This is an optimization exercise on Yosys and OpenROAD, whose aim is small area, a short achievable clock period and few clock cycles per item, not a production implementation. RTL that was checked went through simulation tests only; none was proved equivalent to the original. The RTL of run 1 was laid out without a check of its function. Power figures rest on the tool's default switching activity, not on a simulated workload.

### flow/config.mk
export PLATFORM = sky130hd
export DESIGN_NAME = grid_linear_upsampler
export DESIGN_NICKNAME = grid_linear_upsampler
export VERILOG_FILES = /design/flow/design.v
export SDC_FILE = /design/flow/constraint.sdc
export NUM_CORES = 4
export LEC_CHECK = 0
export ABC_CLOCK_PERIOD_IN_PS = 2500
export CAP_MARGIN = 20
export CORE_MARGIN = 2
export CORE_UTILIZATION = 40
export PLACE_DENSITY = 0.6
export SETUP_SLACK_MARGIN = 5
export SLEW_MARGIN = 20
### flow/run.sh
#!/bin/bash
# synth_recipe.tcl (not shown) runs the flow's synth.tcl, then flattens the netlist and writes it again
# the make line also repeats each setting of config.mk as NAME=value (left out here)
make -C /OpenROAD-flow-scripts/flow DESIGN_CONFIG=/design/flow/config.mk WORK_HOME=/design/flow/orfs CLKGATE_MAP_FILE= SYNTH_SCRIPT=/design/flow/synth_recipe.tcl finish
### flow/design.v
package gsu_pkg;
  localparam int GRID     = 40;    
  localparam int CMAX     = 9;     
  localparam int HEIGHT_W = 8;
  localparam int T_W      = 6;     
  localparam logic [1:0] STATUS_OK      = 2'd0;
  localparam logic [1:0] STATUS_ADDR    = 2'd1;
  localparam logic [1:0] STATUS_SPACING = 2'd2;
endpackage
module gsu_lerp_a1 (
  input  logic [7:0] a_i,
  input  logic [7:0] b_i,
  input  logic [5:0] t_i,
  input  logic       mir_i,
  output logic [7:0] lo_o,
  output logic [7:0] m_o,
  output logic [5:0] u_o
);
  logic falling;
  always_comb begin
    falling = a_i > b_i;
    m_o     = falling ? (a_i - b_i) : (b_i - a_i);
    lo_o    = falling ? b_i : a_i;
    u_o     = (falling ^ mir_i) ? (6'd40 - t_i) : t_i;
  end
endmodule
module gsu_lerp_a2 (
  input  logic [7:0]  m_i,
  input  logic [5:0]  u_i,
  output logic [10:0] y_o
);
  logic [13:0] p;
  assign p   = 14'(u_i) * 14'(m_i);
  assign y_o = p[13:3];
endmodule
module gsu_div5_step (
  input  logic [2:0] rem_i,
  input  logic       bit_i,
  output logic       q_o,
  output logic [2:0] rem_o
);
  logic [3:0] x;
  assign x     = {rem_i, bit_i};
  assign q_o   = x >= 4'd5;
  assign rem_o = q_o ? 3'(x - 4'd5) : x[2:0];
endmodule
module gsu_lerp_b1 (
  input  logic [10:0] y_i,
  output logic [3:0]  q_o,      
  output logic [2:0]  rem_o
);
  logic [2:0] rem [5];
  assign rem[4] = y_i[10:8];
  for (genvar k = 3; k >= 0; k--) begin : g_step
    gsu_div5_step u_step (.rem_i(rem[k+1]), .bit_i(y_i[k+4]), .q_o(q_o[k]), .rem_o(rem[k]));
  end
  assign rem_o = rem[0];
endmodule
module gsu_lerp_b2 (
  input  logic [7:0] lo_i,
  input  logic [3:0] qh_i,
  input  logic [2:0] rem_i,
  input  logic [3:0] yl_i,      
  output logic [7:0] h_o
);
  logic [2:0] rem [5];
  logic [3:0] ql;
  assign rem[4] = rem_i;
  for (genvar k = 3; k >= 0; k--) begin : g_step
    gsu_div5_step u_step (.rem_i(rem[k+1]), .bit_i(yl_i[k]), .q_o(ql[k]), .rem_o(rem[k]));
  end
  assign h_o = lo_i + {qh_i, ql};
endmodule
module gsu_ram (
  input  logic       clk_i,
  input  logic       we_i,
  input  logic [8:0] rsel_i,
  input  logic [8:0] csel_i,    
  input  logic [8:0] crd_i,     
  input  logic       ph_i,      
  input  logic [7:0] wdata_i,
  output logic [7:0] e_o,       
  output logic [7:0] o_o        
);
  logic [7:0] mem_q [9][9];
  logic [7:0] row [9];
  logic [8:0] rrd;
  always_ff @(posedge clk_i) begin
    for (int r = 0; r < 9; r++) begin
      for (int c = 0; c < 9; c++) begin
        if (we_i && rsel_i[r] && csel_i[c]) mem_q[r][c] <= wdata_i;
      end
    end
  end
  always_comb begin
    for (int r = 0; r < 9; r++) rrd[r] = rsel_i[r] && (ph_i == ((r % 2) == 1));
    for (int c = 0; c < 9; c++) begin
      row[c] = '0;
      for (int r = 0; r < 9; r++) row[c] = row[c] | (mem_q[r][c] & {8{rrd[r]}});
    end
    e_o = '0;
    o_o = '0;
    for (int c = 0; c < 9; c += 2) e_o = e_o | (row[c] & {8{crd_i[c]}});
    for (int c = 1; c < 9; c += 2) o_o = o_o | (row[c] & {8{crd_i[c]}});
  end
endmodule
module gsu_queue #(
  parameter int LIMIT = 4,    
  parameter int NBUF  = 3     
) (
  input  logic       clk_i,
  input  logic       rst_ni,
  input  logic       acc_i,       
  output logic       ready_o,
  input  logic       res_valid_i,
  input  logic [9:0] res_data_i,
  output logic       out_valid_o,
  input  logic       out_ready_i,
  output logic [9:0] out_data_o
);
  localparam int CW = $clog2(LIMIT + 1);
  logic [CW-1:0] owed_q, owed_d;
  logic          ready_q;
  logic          ov_q;
  logic [9:0]    od_q;
  logic [9:0]    buf_q [NBUF];
  logic [NBUF-1:0] wp_q, rp_q;     
  logic          bempty_q;
  logic [NBUF:0] bcnt_q;           
  logic          take, ofree, pop, push;
  logic [9:0]    head;
  assign take  = ov_q && out_ready_i;
  assign ofree = !ov_q || out_ready_i;
  assign pop   = ofree && !bcnt_q[0];
  assign push  = res_valid_i && !(ofree && bcnt_q[0]);
  always_comb begin
    head = '0;
    for (int i = 0; i < NBUF; i++) head = head | (buf_q[i] & {10{rp_q[i]}});
  end
  always_comb begin
    owed_d = owed_q;
    if (acc_i && !take) owed_d = owed_q + CW'(1);
    else if (!acc_i && take) owed_d = owed_q - CW'(1);
  end
  always_ff @(posedge clk_i or negedge rst_ni) begin
    if (!rst_ni) begin
      owed_q  <= '0;
      ready_q <= 1'b0;
      ov_q    <= 1'b0;
      wp_q    <= NBUF'(1);
      rp_q    <= NBUF'(1);
      bcnt_q  <= (NBUF+1)'(1);
    end else begin
      owed_q  <= owed_d;
      ready_q <= !acc_i && (owed_d < CW'(LIMIT));
      if (ofree) ov_q <= !bcnt_q[0] || res_valid_i;
      if (push) wp_q <= {wp_q[NBUF-2:0], wp_q[NBUF-1]};
      if (pop)  rp_q <= {rp_q[NBUF-2:0], rp_q[NBUF-1]};
      if (push && !pop) bcnt_q <= {bcnt_q[NBUF-1:0], 1'b0};
      else if (pop && !push) bcnt_q <= {1'b0, bcnt_q[NBUF:1]};
    end
  end
  always_ff @(posedge clk_i) begin
    if (ofree) od_q <= !bcnt_q[0] ? head : res_data_i;
    for (int i = 0; i < NBUF; i++) begin
      if (push && wp_q[i]) buf_q[i] <= res_data_i;
    end
  end
  assign ready_o     = ready_q;
  assign out_valid_o = ov_q;
  assign out_data_o  = od_q;
endmodule
module gsu_front (
  input  logic        cmd_i,
  input  logic [5:0]  row_i,
  input  logic [5:0]  col_i,
  input  logic [4:0]  sp_i,
  output logic        we_o,       
  output logic        rd_o,       
  output logic [1:0]  status_o,
  output logic [8:0]  rsel_o,
  output logic [8:0]  csel_o,
  output logic [5:0]  tr_o,       
  output logic [5:0]  tc_o,       
  output logic        mr_o,       
  output logic        mc_o
);
  logic       addr_ld_ok, addr_rd_ok, sp_ok;
  logic [8:0] rsel_rd, csel_rd;
  logic [15:0] rs [5];
  logic [15:0] cs [5];
  function automatic int span_of(input int i);
    case (i)
      0: span_of = 40;
      1: span_of = 20;
      2: span_of = 10;
      3: span_of = 8;
      default: span_of = 5;
    endcase
  endfunction
  for (genvar i = 0; i < 5; i++) begin : g_split
    assign rs[i] = split(row_i, span_of(i));
    assign cs[i] = split(col_i, span_of(i));
  end
  function automatic logic [15:0] split(input logic [5:0] v, input int s);
    logic [8:0] sel;
    logic [5:0] t;
    logic       odd;
    int q, r, tt;
    sel = '0;
    t   = '0;
    odd = 1'b0;
    for (int k = 0; k <= 40; k++) begin
      if (v == 6'(k)) begin
        q  = k / s;
        r  = k % s;
        tt = r * (40 / s);
        sel = 9'(1) << q;
        if (r != 0) sel = sel | (9'(1) << (q + 1));
        t   = 6'(tt);
        odd = (q % 2) == 1;
      end
    end
    split = {odd, sel, t};
  endfunction
  always_comb begin
    rsel_rd = '0;
    csel_rd = '0;
    tr_o    = '0;
    tc_o    = '0;
    mr_o    = 1'b0;
    mc_o    = 1'b0;
    for (int i = 0; i < 5; i++) begin
      if (sp_i[i]) begin
        rsel_rd = rsel_rd | rs[i][14:6];
        csel_rd = csel_rd | cs[i][14:6];
        tr_o    = tr_o | rs[i][5:0];
        tc_o    = tc_o | cs[i][5:0];
        mr_o    = mr_o | rs[i][15];
        mc_o    = mc_o | cs[i][15];
      end
    end
  end
  assign addr_ld_ok = (row_i < 6'd9) && (col_i < 6'd9);
  assign addr_rd_ok = (row_i <= 6'd40) && (col_i <= 6'd40);
  assign sp_ok      = |sp_i;
  always_comb begin
    we_o = 1'b0;
    rd_o = 1'b0;
    if (!cmd_i) begin
      we_o     = addr_ld_ok;
      status_o = addr_ld_ok ? gsu_pkg::STATUS_OK : gsu_pkg::STATUS_ADDR;
      rsel_o   = 9'(1) << row_i[3:0];
      csel_o   = 9'(1) << col_i[3:0];
    end else begin
      rd_o     = addr_rd_ok && sp_ok;
      status_o = !addr_rd_ok ? gsu_pkg::STATUS_ADDR
               : !sp_ok      ? gsu_pkg::STATUS_SPACING : gsu_pkg::STATUS_OK;
      rsel_o   = rsel_rd;
      csel_o   = csel_rd;
    end
  end
endmodule
module gsu_lerp_pipe #(
  parameter int SB = 1
) (
  input  logic          clk_i,
  input  logic          rst_ni,
  input  logic          v_i,
  input  logic [SB-1:0] sb_i,
  input  logic [7:0]    a_i,
  input  logic [7:0]    b_i,
  input  logic [5:0]    t_i,
  input  logic          mir_i,
  output logic          v_o,
  output logic [SB-1:0] sb_o,
  output logic [7:0]    h_o
);
  logic [7:0]  a1_lo, a1_m;
  logic [5:0]  a1_u;
  logic [10:0] a2_y;
  logic [3:0]  b1_q;
  logic [2:0]  b1_rem;
  logic          p1_v, p2_v, p3_v;
  logic [SB-1:0] p1_sb, p2_sb, p3_sb;
  logic [7:0]    p1_lo, p1_m, p2_lo, p3_lo;
  logic [5:0]    p1_u;
  logic [10:0]   p2_y;
  logic [3:0]    p3_q, p3_yl;
  logic [2:0]    p3_rem;
  gsu_lerp_a1 u_a1 (.a_i(a_i), .b_i(b_i), .t_i(t_i), .mir_i(mir_i),
                    .lo_o(a1_lo), .m_o(a1_m), .u_o(a1_u));
  gsu_lerp_a2 u_a2 (.m_i(p1_m), .u_i(p1_u), .y_o(a2_y));
  gsu_lerp_b1 u_b1 (.y_i(p2_y), .q_o(b1_q), .rem_o(b1_rem));
  always_ff @(posedge clk_i or negedge rst_ni) begin
    if (!rst_ni) begin
      p1_v <= 1'b0;
      p2_v <= 1'b0;
      p3_v <= 1'b0;
    end else begin
      p1_v <= v_i;
      p2_v <= p1_v;
      p3_v <= p2_v;
    end
  end
  always_ff @(posedge clk_i) begin
    p1_sb  <= sb_i;
    p1_lo  <= a1_lo;
    p1_m   <= a1_m;
    p1_u   <= a1_u;
    p2_sb  <= p1_sb;
    p2_lo  <= p1_lo;
    p2_y   <= a2_y;
    p3_sb  <= p2_sb;
    p3_lo  <= p2_lo;
    p3_q   <= b1_q;
    p3_rem <= b1_rem;
    p3_yl  <= p2_y[3:0];
  end
  gsu_lerp_b2 u_b2 (.lo_i(p3_lo), .qh_i(p3_q), .rem_i(p3_rem), .yl_i(p3_yl), .h_o(h_o));
  assign v_o  = p3_v;
  assign sb_o = p3_sb;
endmodule
module grid_linear_upsampler (
  input  logic        clk_i,
  input  logic        rst_ni,
  input  logic        in_valid_i,
  output logic        in_ready_o,
  input  logic [20:0] in_data_i,
  output logic        out_valid_o,
  input  logic        out_ready_i,
  output logic [9:0]  out_data_o,
  input  logic        cfg_we_i,
  input  logic [3:0]  cfg_data_i
);
  logic [4:0] sp_q;
  logic [4:0] sp_d;
  always_comb begin
    unique case (cfg_data_i)
      4'd2:    sp_d = 5'b00001;
      4'd3:    sp_d = 5'b00010;
      4'd5:    sp_d = 5'b00100;
      4'd6:    sp_d = 5'b01000;
      4'd9:    sp_d = 5'b10000;
      default: sp_d = 5'b00000;
    endcase
  end
  always_ff @(posedge clk_i or negedge rst_ni) begin
    if (!rst_ni)       sp_q <= 5'b00100;
    else if (cfg_we_i) sp_q <= sp_d;
  end
  logic       acc;
  logic       f_we, f_rd;
  logic [1:0] f_st;
  logic [8:0] f_rsel, f_csel;
  logic [5:0] f_tr, f_tc;
  logic       f_mr, f_mc;
  assign acc = in_valid_i && in_ready_o;
  gsu_front u_front (
    .cmd_i    (in_data_i[20]),
    .row_i    (in_data_i[19:14]),
    .col_i    (in_data_i[13:8]),
    .sp_i     (sp_q),
    .we_o     (f_we),
    .rd_o     (f_rd),
    .status_o (f_st),
    .rsel_o   (f_rsel),
    .csel_o   (f_csel),
    .tr_o     (f_tr),
    .tc_o     (f_tc),
    .mr_o     (f_mr),
    .mc_o     (f_mc)
  );
  logic       s1_p0, s1_p1, s1_we, s1_rd;
  logic [1:0] s1_st;
  logic [8:0] s1_rsel, s1_csel;
  logic [5:0] s1_tr, s1_tc;
  logic       s1_mr, s1_mc;
  logic [7:0] s1_wd;
  always_ff @(posedge clk_i or negedge rst_ni) begin
    if (!rst_ni) begin
      s1_p0 <= 1'b0;
      s1_p1 <= 1'b0;
      s1_we <= 1'b0;
    end else begin
      s1_p0 <= acc;
      s1_p1 <= s1_p0;
      s1_we <= acc && f_we;
    end
  end
  always_ff @(posedge clk_i) begin
    if (acc) begin
      s1_rd   <= f_rd;
      s1_st   <= f_st;
      s1_rsel <= f_rsel;
      s1_csel <= f_csel;
      s1_tr   <= f_tr;
      s1_tc   <= f_tc;
      s1_mr   <= f_mr;
      s1_mc   <= f_mc;
      s1_wd   <= in_data_i[7:0];
    end
  end
  logic [7:0] r_e, r_o;
  gsu_ram u_store (
    .clk_i   (clk_i),
    .we_i    (s1_we),
    .rsel_i  (s1_rsel),
    .csel_i  (s1_csel),
    .crd_i   (s1_csel & {9{s1_rd}}),
    .ph_i    (s1_p1),
    .wdata_i (s1_wd),
    .e_o     (r_e),
    .o_o     (r_o)
  );
  logic       s2_v, s2_ph;
  logic [1:0] s2_st;
  logic [5:0] s2_tr, s2_tc;
  logic       s2_mr, s2_mc;
  logic [7:0] s2_e, s2_o;
  always_ff @(posedge clk_i or negedge rst_ni) begin
    if (!rst_ni) s2_v <= 1'b0;
    else         s2_v <= s1_p0 || s1_p1;
  end
  always_ff @(posedge clk_i) begin
    s2_ph <= s1_p1;
    s2_st <= s1_st;
    s2_tr <= s1_tr;
    s2_tc <= s1_tc;
    s2_mr <= s1_mr;
    s2_mc <= s1_mc;
    s2_e  <= r_e;
    s2_o  <= r_o;
  end
  logic        h_v;
  logic [9:0]  h_sb;
  logic [7:0]  h_h;
  gsu_lerp_pipe #(.SB(10)) u_hlerp (
    .clk_i  (clk_i),
    .rst_ni (rst_ni),
    .v_i    (s2_v),
    .sb_i   ({s2_ph, s2_st, s2_mr, s2_tr}),
    .a_i    (s2_e),
    .b_i    (s2_o),
    .t_i    (s2_tc),
    .mir_i  (s2_mc),
    .v_o    (h_v),
    .sb_o   (h_sb),
    .h_o    (h_h)
  );
  logic       h4_v, h4_ph;
  logic [1:0] h4_st;
  logic       h4_mr;
  logic [5:0] h4_tr;
  logic [7:0] h4_h, h5_h;
  always_ff @(posedge clk_i or negedge rst_ni) begin
    if (!rst_ni) h4_v <= 1'b0;
    else         h4_v <= h_v && h_sb[9];
  end
  always_ff @(posedge clk_i) begin
    {h4_ph, h4_st, h4_mr, h4_tr} <= h_sb;
    h4_h <= h_h;
    h5_h <= h4_h;
  end
  logic       v_v;
  logic [1:0] v_st;
  logic [7:0] v_h;
  gsu_lerp_pipe #(.SB(2)) u_vlerp (
    .clk_i  (clk_i),
    .rst_ni (rst_ni),
    .v_i    (h4_v),
    .sb_i   (h4_st),
    .a_i    (h5_h),
    .b_i    (h4_h),
    .t_i    (h4_tr),
    .mir_i  (h4_mr),
    .v_o    (v_v),
    .sb_o   (v_st),
    .h_o    (v_h)
  );
  gsu_queue #(.LIMIT(6), .NBUF(5)) u_queue (
    .clk_i       (clk_i),
    .rst_ni      (rst_ni),
    .acc_i       (acc),
    .ready_o     (in_ready_o),
    .res_valid_i (v_v),
    .res_data_i  ({v_h, v_st}),
    .out_valid_o (out_valid_o),
    .out_ready_i (out_ready_i),
    .out_data_o  (out_data_o)
  );
endmodule
### flow/constraint.sdc
create_clock -name core_clock -period 8.0 [get_ports {clk_i}]
set_input_delay 1.6000 -clock core_clock [delete_from_list [all_inputs] [get_ports {clk_i}]]
set_output_delay 1.6000 -clock core_clock [all_outputs]
set_load 0.01 [all_outputs]
==> metrics.md, run 1 <==
| Metric | Value |
|---|---|
| Fin crit share | 0.574 |
| CTS tree | yes |
| Final WL | 107000 um |
| Data required time of the worst path | 8.42 ns |
| Buffer type at the clock tree root | clkbuf_16 |
| CP Launch Type | flop |
| Hold Crit Class | reg -> reg |
| Row cnt | 118 |
| Register area | 0.0278 sq mm |
| Worst reg-to-reg setup slack | 3.41 ns |
| H-tree Lvls | 3 |
| Crit path kind | reg -> reg |
| Area occupied by multi-input gates | 0.0140 sq mm |
| Arrival time of the worst setup path | 5.01 ns |
| Utilization after layout | 0.478 |
| Post-route ant nets | 0 |
| CP max FO | 3 |
| Worst slew pin tran | 1.01 ns |
| DP Cell Count | 4351 |
| Post-synth EDFFs | 751 |
| Area delta synth->final | 18.5% |
| DRC viols | 0 |
| DR WL/cell | 22.9 um |
| Initial DRC count | 3133 |
| Initial antenna violation count | 3 |
| Ranking of synthesized cells by area | edfxtp_1, dfxtp_1, ha_1 |
| GR Overflow Total | 0 |
| Endpoints failing hold | 0 |
| Number of max-cap violations | 0 |
| Cell variety after synth | 91 |
| Crit. End Element | flop |
| Vias/cell | 5.69 |
| Total number of vias | 26600 |
| Yosys reg bits | 1002 |
| Tmin final | 4.59 ns |
| Yosys top cell area share | 0.539 |
| Vias in the first global route | 25700 |
| Die Height | 327 um |
| First-pass GRT wire length | 159000 um |
| Post-Synthesis Cells | 3074 |
| Clock-pin slew on the worst setup and hold paths | 0.06 ns |
| Syn Nets | 3279 |
| Final net count | 3410 |
| CTS Buf Count | 104 |
| TritonCTS Sinks | 1002 |
| Synth Cell Area | 0.0419 sq mm |
| IO Pins | 42 |
| Seq/Total Area, Yosys | 0.663 |
| Clock Path Buffers | 3 |
| Fin. max-slew vios | 0 |
| Worst vdd ir | 440 uV |
| Sum Neg Setup Slack | 0 ns |
| P_leak | 18.0 nW |
| Synth Flop Type | edfxtp_1 |
| Setup slack at placement | 3.20 ns |
| Worst Setup SP | u_vlerp.p3_rem[0] |
| Status | timing/DRC/antenna clean |
| Port bufs | 41 |
| Min-delay src | u_hlerp.p1_sb[9] |
| PD cells | 454 mW/mm^2 |
| Die Wd | 327 um |
| Ant. Diodes | 0 |
| Largest net degree at the start of global routing | 82 |
| Total track usage | 0.193 |
| Die ar. | 0.107 sq mm |
| Share of flip-flops with an asynchronous set or reset | 0.0369 |
| Worst-Skew Late Latency | 0.70 ns |
| Dpl hpwl | 60700 um |
| GP Congestion | 0.882 |
| First-pass iteration count of the detailed router | 8 |
| Fill count | 9035 |
| Relative slew slack | 0.325 |
| Core area | 0.104 sq mm |
| Final std cells w/o fill | 4672 |
| Worst r2r src | u_vlerp.p3_rem[0] |
| Synth area leader | edfxtp_1 |
| Clock skew | 0.0605 ns |
| Post-route setup slack | 3.41 ns |
| Syn. warnings | 18 |
| Mean Syn Cell Area | 13.6 sq um |
| Hold-fix buffers, CTS | 0 |
| Initial core utilization | 0.404 |
| Fmax | 218 MHz |
| Share of cells above drive strength 1 | 0.183 |
| Final setup viols | 0 |
| RSZ-0062 raised after global routing | yes |
## placed cells by master (no fill, tap or decap), drive strengths merged, types with 36 or more instances in the layout
cell type	n
edfxtp	751
nand2	229
dfxtp	214
buf	167
inv	159
a22oi	151
clkbuf	151
o21ai	136
a21oi	119
ha	119
and3	96
a221oi	93
nor2	79
a222oi	58
nand3	58
and2	57
fa	56
xnor2	51
mux2i	36
## power by group
part | internal, mW | switching (mW) | total, mW
clock | 2.68 | 2.03 | 4.71
sequential | 6.60 | 0.462 | 7.06
combinational | 5.29 | 5.44 | 10.7
## path summary, 6_finish.rpt
kind | endpoint | depth (start not counted)
setup / recovery | u_queue.od_q[9] | 23
hold reg to reg | u_hlerp.p2_sb[9] | 0
hold / removal | u_hlerp.p2_sb[9] | 0
setup reg to reg | u_queue.od_q[9] | 23
max in group asynchronous | u_queue.wp_q[0] | 2
min in group asynchronous | u_queue.rp_q[2] | 1
## worst max-delay path, cell delays in order (launching register included)
cell	delay [ns]
dfxtp_2	0.34
inv_4	0.05
ha_4	0.14
nand2b_4	0.13
a21oi_4	0.16
xnor2_2	0.16
ha_2	0.24
nor2b_4	0.04
or4_4	0.43
o311ai_4	0.11
xnor2_2	0.18
ha_2	0.24
nor2b_4	0.16
o21ai_4	0.07
o21bai_1	0.18
a21o_1	0.19
ha_4	0.16
a21o_1	0.17
a21oi_2	0.15
nor2b_1	0.06
o21a_1	0.18
o41a_1	0.35
xnor2_2	0.16
mux2_4	0.28
## final cells by class
class                           count  share of cell area
Timing Repair Buffer              205              0.0411
Tap cell                         1380              0.0348
Clock buffer                      146              0.0601
Multi-Input combinational cell   1735               0.282
Clock inverter                     47             0.00797
Inverter                          157              0.0124
Sequential cell                  1002               0.561
## cells by family (layout without fill, tap and decap cells)
kind of cell | after synthesis | count (layout) | share of synthesized area
DFF | 1002 | 1002 | 0.663
AOI/OAI and AO/OA | 783 | 783 | 0.135
and+or+nand+nor | 640 | 641 | 0.0767
buffers and inverters | 338 | 555 | 0.0309
adders and majority gates | 175 | 175 | 0.0624
xor gates and xnor gates | 71 | 71 | 0.0149
muxes | 65 | 65 | 0.0165
## registers in the layout, indices dropped and copies added, names as in the netlist, 9 cells and up
name           flops
u_hlerp.p3_sb     10
u_hlerp.p2_sb     10
u_queue.buf_q     50
u_queue.od_q      10
u_hlerp.p2_y      11
u_hlerp.p1_sb     10
u_store.mem_q    648
s1_csel            9
u_vlerp.p2_y      11
s1_rsel            9
## through the flow
stage | total power [mW] | cell area (sq um) | hold WS (ns)
floorplan | 13.6 | 42600 | 0.309
global placement | 15.4 | 44300 | 0.310
detailed placement | 15.4 | 44300 | 0.312
CTS | 21.5 | 48900 | 0.313
global route | 24.0 | 49600 | 0.315
finish | 22.5 | 49600 | 0.315
## Yosys cell counts (31+ instances only)
master	count
nand3_1	58
a222oi_1	58
nand2_1	228
inv_1	156
a22o_1	31
ha_1	119
clkbuf_1	136
a22oi_1	150
xnor2_1	51
and2_1	54
edfxtp_1	751
dfxtp_1	214
a221oi_1	92
nor2_1	78
and3_1	96
o21ai_0	132
dfrtp_1	33
mux2i_1	36
a31oi_1	31
fa_1	56
a21oi_1	118
## routing by layer
layer	vias up	global-route usage	share of wire
met1	13200	0.266	0.42
met4	4	0.0580	0.025
met2	1186	0.312	0.47
met3	171	0.0350	0.086
met5	-	0	0.00013
li1	12000	-	-
## what timing repair did
action / 4_1_cts / 5_1_grt
resized for setup: 155 / 81
pin swaps: 78 / 69
endpoints found under the setup margin: 144 / 123
setup buffers: 78 / 41
gates cloned: 3 / 4
==> inputs of run 2 (changes only) <==
--- a/flow/design.v
+++ b/flow/design.v
@@ -39,10 +39,13 @@
   output logic       q_o,
   output logic [2:0] rem_o
 );
-  logic [3:0] x;
-  assign x     = {rem_i, bit_i};
-  assign q_o   = x >= 4'd5;
-  assign rem_o = q_o ? 3'(x - 4'd5) : x[2:0];
+  logic r2, r1, r0, b;
+  assign {r2, r1, r0} = rem_i;
+  assign b        = bit_i;
+  assign q_o      = r2 | (r1 & r0) | (r1 & b);
+  assign rem_o[2] = (r1 & ~r0 & ~b) | (r2 & b);
+  assign rem_o[1] = (r0 & ~r1) | (r1 & r0 & b) | (r2 & ~b);
+  assign rem_o[0] = (~r1 & ~r2 & b) | (r1 & r0 & ~b) | (r2 & ~b);
 endmodule
 module gsu_lerp_b1 (
   input  logic [10:0] y_i,
==> metrics.md, run 2 <==
| Metric | Value |
|---|---|
| Most common cell after layout, fill and taps aside | edfxtp_1 |
| Relative slew slack | 0.329 |
| Mean Syn Cell Area | 13.2 sq um |
| Seq/Total Area, Yosys | 0.657 |
| CP max FO | 5 |
| Commonest non-fill, non-tap cells in the layout | edfxtp_1, nand2_1, dfxtp_1 |
| Post-route ant nets | 0 |
| Total number of vias | 27300 |
| Worst reg-to-reg setup slack | 4.29 ns |
| Status | timing/DRC/antenna clean |
| CTS tree | yes |
| GR Overflow Total | 0 |
| Vias/cell | 5.76 |
| DR WL/cell | 22.7 um |
| GP Congestion | 0.858 |
| P_leak | 17.6 nW |
| Fin. max-slew vios | 0 |
| Initial DRC count | 2750 |
| Die Height | 329 um |
| Yosys reg bits | 1002 |
| Total track usage | 0.194 |
| Fill count | 9301 |
| Buffer type at the clock tree root | clkbuf_16 |
| Row cnt | 119 |
| Share of cells above drive strength 1 | 0.147 |
| Synth Flop Type | edfxtp_1 |
| Clock Path Buffers | 3 |
| IO Pins | 42 |
| Largest regs | u_store.mem_q (648), u_queue.buf_q (50) |
| Final Cell Area | 0.0489 sq mm |
| Sw frac | 0.357 |
| Die ar. | 0.108 sq mm |
| Clock-pin slew on the worst setup and hold paths | 0.06 ns |
| Area delta synth->final | 15.6% |
| Final Total Pwr | 21.4 mW |
| Placed Area | 0.0442 sq mm |
| PD cells | 437 mW/mm^2 |
| Number of max-cap violations | 0 |
| Syn Nets | 3379 |
| Hold Crit Class | reg -> reg |
| Largest net degree at the start of global routing | 82 |
| Synth area leader | edfxtp_1 |
| Biggest register | u_store.mem_q |
| Setup slack at placement | 3.68 ns |
| R2R depth | 13 |
| Final net count | 3432 |
| RSZ-0062 raised after global routing | yes |
| Ranking of synthesized cells by area | edfxtp_1, dfxtp_1, a22oi_1 |
| Initial core utilization | 0.402 |
| Cell variety after synth | 84 |
| Worst-case hold slack | 0.316 ns |
| Yosys top cell area share | 0.533 |
| Die Wd | 329 um |
| Hold depth | 0 |
| Initial antenna violation count | 2 |
| Arrival time of the worst setup path | 4.31 ns |
| Core area | 0.105 sq mm |
| Utilization after layout | 0.465 |
| Port bufs | 41 |
| Dpl hpwl | 64200 um |
| Seq pwr share | 0.333 |
| Final std cells w/o fill | 4734 |
| Ant. Diodes | 0 |
| Post-synth top cells | edfxtp_1, nand2_1, dfxtp_1 |
| DP Cell Count | 4478 |
| First-pass GRT wire length | 162000 um |
| Share of flip-flops with an asynchronous set or reset | 0.0369 |
| Syn. warnings | 18 |
| Post-route setup slack | 4.29 ns |
| CP Launch Type | flop |
| Crit path kind | reg -> reg |
| Final WL | 108000 um |
| Post-Synthesis Cells | 3202 |
| CTS Buf Count | 102 |
| Worst slew pin tran | 1.01 ns |
| Internal cell power | 13.7 mW |
| First-pass iteration count of the detailed router | 6 |
| Fin crit share | 0.464 |
| Sum Neg Setup Slack | 0 ns |
| Final setup viols | 0 |
| Post-synth EDFFs | 751 |
| Synth Cell Area | 0.0423 sq mm |
| TritonCTS Sinks | 1002 |
| Data required time of the worst path | 8.60 ns |
| Clock power share | 0.226 |
| Clock skew | 0.0234 ns |
| Endpoints failing hold | 0 |
| Fmax | 269 MHz |
| H-tree Lvls | 3 |
| Worst-Skew Late Latency | 0.69 ns |
| Largest register FFs | 648 |
| Tmin final | 3.71 ns |
| Switching Power | 7.64 mW |
| Combinational share of power | 0.441 |
| Worst vdd ir | 505 uV |
| Vias in the first global route | 26300 |
| Most common cell in the netlist | edfxtp_1 |
| DRC viols | 0 |
| Crit. End Element | flop |
## run 2: routing by layer
layer	vias to the layer above	GRT usage	routed length, um	part of all wire
met4	2	0.0565	2430	0.023
met1	13800	0.264	45800	0.43
met3	158	0.0306	7430	0.069
li1	12400	-	-	-
met2	952	0.321	51900	0.48
met5	-	0	12	0.00011
## run 2: power by group through the flow
stage                     sequential (mW)  combinational (mW)  clock [mW]
after floorplan                      6.94                5.89           0
after global placement               7.19                7.41           0
after detailed placement             7.20                7.48           0
after CTS                            7.10                8.71        4.91
after global routing                 7.18                10.5        5.12
final                                7.11                9.43        4.84
## run 2: kinds of logic (layout without fill, tap and decap cells)
group / count (synthesis) / in the layout / share of synthesized area
compound gates: 881 / 881 / 0.149
mux: 36 / 36 / 0.00912
buf+inv: 354 / 495 / 0.0329
flops: 1002 / 1002 / 0.657
fa+ha+maj: 149 / 149 / 0.0539
simple gates: 727 / 727 / 0.0876
xor+xnor: 53 / 53 / 0.0110
## run 2: cell type report
| cell class | count | area, sq um | area share |
|---|---|---|---|
| Sequential cell | 1002 | 27800 | 0.570 |
| Multi-Input combinational cell | 1846 | 13800 | 0.283 |
| Clock buffer | 132 | 2890 | 0.0591 |
| Tap cell | 1391 | 1740 | 0.0356 |
| Timing Repair Buffer | 157 | 1480 | 0.0304 |
| Clock inverter | 60 | 557 | 0.0114 |
| Inverter | 146 | 553 | 0.0113 |
## run 2: final timing paths
check	from	end
min	u_hlerp.p1_sb[9]	u_hlerp.p2_sb[9]
max reg2reg	u_hlerp.p1_u[2]	u_hlerp.p2_y[10]
max	u_hlerp.p1_u[2]	u_hlerp.p2_y[10]
min reg2reg	u_hlerp.p1_sb[9]	u_hlerp.p2_sb[9]
min in group asynchronous	rst_ni	u_vlerp.p2_v
max in group asynchronous	rst_ni	s1_p1
## run 2: what timing repair did
action,CTS,global route
setup buffers,36,24
resized for setup,136,86
endpoints found under the setup margin,97,84
pin swaps,40,42
gates cloned,0,4
hold buffers,0,0
## run 2: critical path: stages, from the launching register on
cell and delay (ns):
dfxtp_4 0.36, and2_4 0.16, fa_1 0.55, inv_2 0.04, fa_1 0.47, fa_1 0.56
inv_2 0.05, ha_4 0.25, a21o_1 0.17, a21oi_2 0.16, o21ai_2 0.08, or4_4 0.43
a211o_1 0.27, o211ai_1 0.08
Testbench counts of run 2, summed over its fixed seeds: cycles 6,830, items 3,335.

## afterwards: timing with drivers on the ports
In the flow no input, the clock included, has a driving cell. The finished layouts below were timed again as built, in two steps.
Step 1, drivers: a clkbuf_16 drives clk_i and a buf_2 each remaining input, both assumed.
Step 2 also shifts input and output timing later by t, the mid clock arrival at the registers, as if the neighbouring blocks saw the same clock.
Slacks: ideal ports / drivers / drivers and shift; pairs: ideal ports / drivers.
run	shift t [ns]	setup WS [ns]	slew at the worst register clock pin (ns)	worst data-port slew with drivers (ns)	pins driven straight from the clock port
run 1	0.740	3.405 / 3.405 / 3.405	0.06 / 0.06	0.09	1
run 2	0.752	4.286 / 4.286 / 4.286	0.07 / 0.07	0.11	1
After both steps every run listed still meets setup and hold.
